This is an optimization exercise on Yosys and OpenROAD, whose aim is small area, a short achievable clock period and few clock cycles per item, not a production implementation. At most, simulation tests tie the RTL to the original design; equivalence was not proved.

==> v34 <==
## qspi_xip_line_cache
module qspi_xip_line_cache #(
    parameter int NUM_LINES  = 32,
    parameter int LINE_WORDS = 4,
    parameter int ADDR_W     = 24
) (
    input  wire logic              HCLK,
    input  wire logic              HRESETn,
    input  wire logic              HSEL,
    input  wire logic              HREADY,
    input  wire logic [1:0]        HTRANS,
    input  wire logic              HWRITE,
    input  wire logic [ADDR_W-1:0] HADDR,
    output logic                   HREADYOUT,
    output logic                   HRESP,
    output logic [31:0]            HRDATA,
    input  wire logic              flush,
    output logic                   fill_req,
    output logic [ADDR_W-1:0]      fill_addr,
    input  wire logic              fill_valid,
    input  wire logic [31:0]       fill_rdata
);
Settings: LEC_CHECK=0, CAP_MARGIN=20, CORE_MARGIN=2, CORE_UTILIZATION=40, SLEW_MARGIN=20, SYNTH_MEMORY_MAX_BITS=8192; clock period 5.0 ns.
run.sh (not shown) runs the stock make flow with config.mk's settings and CLKGATE_MAP_FILE= SYNTH_SCRIPT=/design/flow/synth_recipe.tcl, a recipe that flattens the netlist after the stock synthesis.
==> inputs of v31, as changes to v34 <==
==> flow/design.v (replaced) <==
`default_nettype none
module qspi_xip_line_cache #(
    parameter int NUM_LINES  = 32,
    parameter int LINE_WORDS = 4,
    parameter int ADDR_W     = 24
) (
    input  wire logic              HCLK,
    input  wire logic              HRESETn,
    input  wire logic              HSEL,
    input  wire logic              HREADY,
    input  wire logic [1:0]        HTRANS,
    input  wire logic              HWRITE,
    input  wire logic [ADDR_W-1:0] HADDR,
    output logic                   HREADYOUT,
    output logic                   HRESP,
    output logic [31:0]            HRDATA,
    input  wire logic              flush,
    output logic                   fill_req,
    output logic [ADDR_W-1:0]      fill_addr,
    input  wire logic              fill_valid,
    input  wire logic [31:0]       fill_rdata
);
    localparam int c_WORD_W  = $clog2(LINE_WORDS);
    localparam int c_IDX_W   = $clog2(NUM_LINES);
    localparam int c_TAG_LSB = 2 + c_WORD_W + c_IDX_W;
    localparam int c_TAG_W   = ADDR_W - c_TAG_LSB;
    localparam int c_LINE_W  = ADDR_W - c_WORD_W - 2;
    typedef enum logic [2:0] {
        S_IDLE  = 3'd0,    
        S_RESP  = 3'd1,    
        S_WAIT  = 3'd2,    
        S_QUEUE = 3'd3,    
        S_ERR1  = 3'd4,
        S_ERR2  = 3'd5
    } state_t;
    state_t                  r_state;
    logic                    r_rdy0;       
    logic                    r_rdy1;       
    logic                    r_hresp;
    logic [31:0]             r_hrdata;
    logic                    r_take;       
    logic [c_LINE_W-1:0]     r_line;       
    logic [c_WORD_W-1:0]     r_word;
    logic                    r_q_look;     
    logic                    r_q_end;      
    logic                    r_fill_req;
    logic [c_LINE_W-1:0]     r_f_line;
    logic [c_WORD_W-1:0]     r_f_cnt;
    logic                    r_f_look;
    logic                    r_f_end;
    logic [NUM_LINES-1:0]    r_valid;
    logic [c_TAG_W-1:0]      r_tag_mem  [NUM_LINES];
    logic [31:0]             r_data_mem [NUM_LINES*LINE_WORDS];
    logic                    w_acc;
    logic                    w_accept;
    logic [c_WORD_W-1:0]     w_word;
    logic [c_IDX_W-1:0]      w_idx;
    logic [c_TAG_W-1:0]      w_tag;
    logic [c_IDX_W-1:0]      f_idx;
    logic [c_TAG_W-1:0]      f_tag;
    logic                    w_ov;
    logic                    w_hit;
    logic                    w_fword;      
    logic                    w_fdone;      
    logic                    w_now;        
    logic                    w_have;       
    logic                    w_start_new;  
    logic                    w_start_q;    
    logic [c_WORD_W-1:0]     w_cnt_nxt;
    logic                    w_done_rd;    
    logic [31:0]             w_rd;
    logic                    w_unused_bits;
    assign w_acc   = HSEL & HREADY & HTRANS[1];
    assign w_word  = HADDR[c_WORD_W+1:2];
    assign w_idx   = HADDR[c_TAG_LSB-1:c_WORD_W+2];
    assign w_tag   = HADDR[ADDR_W-1:c_TAG_LSB];
    assign f_idx   = r_f_line[c_IDX_W-1:0];
    assign f_tag   = r_f_line[c_LINE_W-1:c_IDX_W];
    assign w_unused_bits = &{1'b0, HADDR[1:0], HTRANS[0]};
    assign w_fword   = r_fill_req & fill_valid;
    assign w_fdone   = w_fword & (r_f_cnt == c_WORD_W'(LINE_WORDS - 1));
    assign w_done_rd = r_take & fill_valid;
    assign w_ov   = r_fill_req & (w_idx == f_idx);
    logic [NUM_LINES-1:0] w_eq;
    always_comb begin
        for (int i = 0; i < NUM_LINES; i++)
            w_eq[i] = r_valid[i] & (r_tag_mem[i] == w_tag);
    end
    assign w_hit  = w_ov ? (r_f_look & (w_tag == f_tag)) : w_eq[w_idx];
    assign w_now  = w_ov & fill_valid & (r_f_cnt == w_word);
    assign w_have = (r_f_cnt > w_word) | w_now;
    always_comb begin
        w_rd = '0;
        for (int i = 0; i < NUM_LINES*LINE_WORDS; i++)
            w_rd = w_rd | (r_data_mem[i] & {32{HADDR[c_TAG_LSB-1:2] == (c_IDX_W+c_WORD_W)'(i)}});
    end
    assign w_accept = w_acc & HREADYOUT;
    assign w_start_new = w_accept & ~HWRITE & ~w_hit & ~r_fill_req;
    assign w_start_q   = (r_state == S_QUEUE) & ~r_fill_req;
    assign w_cnt_nxt   = r_f_cnt + c_WORD_W'(w_fword);
    assign HREADYOUT = fill_valid ? r_rdy1 : r_rdy0;
    assign HRESP     = r_hresp;
    assign HRDATA    = fill_valid ? fill_rdata : r_hrdata;
    assign fill_req  = r_fill_req;
    assign fill_addr = {r_f_line, {(c_WORD_W+2){1'b0}}};
    always_ff @(posedge HCLK or negedge HRESETn) begin
        if (!HRESETn) begin
            r_state  <= S_IDLE;
            r_rdy0   <= 1'b1;
            r_rdy1   <= 1'b1;
            r_hresp  <= 1'b0;
            r_hrdata <= '0;
            r_take   <= 1'b0;
            r_line   <= '0;
            r_word   <= '0;
            r_q_look <= 1'b0;
            r_q_end  <= 1'b0;
        end else begin
            if (flush) begin
                r_q_look <= 1'b0;
                r_q_end  <= 1'b0;
            end
            case (r_state)
                S_RESP: begin
                    if (!fill_valid) begin
                        r_state <= S_IDLE;
                        r_rdy1  <= 1'b1;
                    end
                end
                S_WAIT: begin
                    if (fill_valid) begin
                        r_take <= (w_cnt_nxt == r_word);
                        r_rdy1 <= (w_cnt_nxt == r_word);
                    end
                    if (w_done_rd) begin
                        r_state <= S_IDLE;
                        r_rdy0  <= 1'b1;
                        r_rdy1  <= 1'b1;
                        r_take  <= 1'b0;
                    end
                end
                S_QUEUE: begin
                    if (w_start_q) begin
                        r_state <= S_WAIT;
                        r_take  <= (r_word == '0);
                        r_rdy1  <= (r_word == '0);
                    end
                end
                S_ERR1: begin
                    r_state <= S_ERR2;
                    r_rdy0  <= 1'b1;
                    r_rdy1  <= 1'b1;
                    r_hresp <= 1'b1;
                end
                default: begin
                    r_state <= S_IDLE;
                    r_rdy0  <= 1'b1;
                    r_rdy1  <= 1'b1;
                    r_hresp <= 1'b0;
                end
            endcase
            if (w_accept) begin
                r_line   <= {w_tag, w_idx};
                r_word   <= w_word;
                r_take   <= 1'b0;
                r_hrdata <= w_now ? fill_rdata : w_rd;
                if (HWRITE) begin
                    r_state <= S_ERR1;
                    r_rdy0  <= 1'b0;
                    r_rdy1  <= 1'b0;
                    r_hresp <= 1'b1;
                end else if (w_hit) begin
                    r_hresp <= 1'b0;
                    if (w_ov & ~w_have) begin
                        r_state <= S_WAIT;
                        r_rdy0  <= 1'b0;
                        r_take  <= (w_cnt_nxt == w_word);
                        r_rdy1  <= (w_cnt_nxt == w_word);
                    end else begin
                        r_state <= S_RESP;
                        r_rdy0  <= 1'b1;
                        r_rdy1  <= 1'b0;
                    end
                end else begin
                    r_hresp  <= 1'b0;
                    r_rdy0   <= 1'b0;
                    r_q_look <= ~flush;
                    r_q_end  <= 1'b1;
                    if (r_fill_req) begin
                        r_state <= S_QUEUE;
                        r_rdy1  <= 1'b0;
                    end else begin
                        r_state <= S_WAIT;
                        r_take  <= (w_word == '0);
                        r_rdy1  <= (w_word == '0);
                    end
                end
            end
        end
    end
    always_ff @(posedge HCLK or negedge HRESETn) begin
        if (!HRESETn) begin
            r_fill_req <= 1'b0;
            r_f_line   <= '0;
            r_f_cnt    <= '0;
            r_f_look   <= 1'b0;
            r_f_end    <= 1'b0;
        end else begin
            if (flush) begin
                r_f_look <= 1'b0;
                r_f_end  <= 1'b0;
            end
            if (w_fword) begin
                r_f_cnt <= w_cnt_nxt;
                if (w_fdone) r_fill_req <= 1'b0;
            end
            if (!r_fill_req) begin
                r_f_cnt <= '0;
                if (r_state == S_QUEUE) begin
                    r_f_line <= r_line;
                    r_f_look <= r_q_look & ~flush;
                    r_f_end  <= r_q_end & ~flush;
                end else if (w_accept & ~HWRITE) begin
                    r_f_line <= {w_tag, w_idx};
                    r_f_look <= ~flush;
                    r_f_end  <= 1'b1;
                end
            end
            if (w_start_new | w_start_q) r_fill_req <= 1'b1;
        end
    end
    always_ff @(posedge HCLK or negedge HRESETn) begin
        if (!HRESETn) begin
            r_valid <= '0;
        end else if (flush) begin
            r_valid <= '0;
        end else begin
            if (w_fdone) r_valid[f_idx] <= r_f_end;
        end
    end
    always_ff @(posedge HCLK) begin
        if (w_fword) begin
            r_data_mem[{f_idx, r_f_cnt}] <= fill_rdata;
            if (w_fdone) r_tag_mem[f_idx] <= f_tag;
        end
    end
endmodule
`default_nettype wire
Settings changed: CORE_UTILIZATION 40 to 45, CTS_CLUSTER_DIAMETER set to 80, CTS_CLUSTER_SIZE set to 30, SETUP_SLACK_MARGIN set to 2.6.
==> results.txt <==
Against v34, the area after synthesis of v31 is smaller by about 3%.
Between v31 and v34, the lower synthesized cell count is in v34 (gap 31%, measured against v34).
v34 completed with no timing, DRC or antenna violations. v31 died in global routing on GRT-0232.
Testbench counts of v31, summed over its fixed seeds: cycles 132,401, reads 24,000.
No functional check of the RTL was part of v34.

==> separate check: timing with driven ports <==
Ports are ideal in the flow. The routed layout listed here was re-timed in OpenROAD. Step 1, drivers: a clkbuf_16 drives HCLK and a buf_2 each remaining input, both assumed. Step 2 times the ports against the registers' clock, not the clock port: input delays grow and output delays shrink by t, the midpoint of the rising clock arrivals with the driver on. Slacks: ideal / step 1 / step 2; pairs: ideal / step 1.
run: v34
t, ns: 1.101
setup slack, ns: 0.729 / 0.610 / 0.309
latest minus earliest clock arrival (ns): 0.085 / 0.085
worst data-port slew with drivers (ns): 0.38
After both steps setup and hold are still met in v34. The setup slack of v34 moves by -0.119 ns with the drivers and by -0.420 ns with both steps.
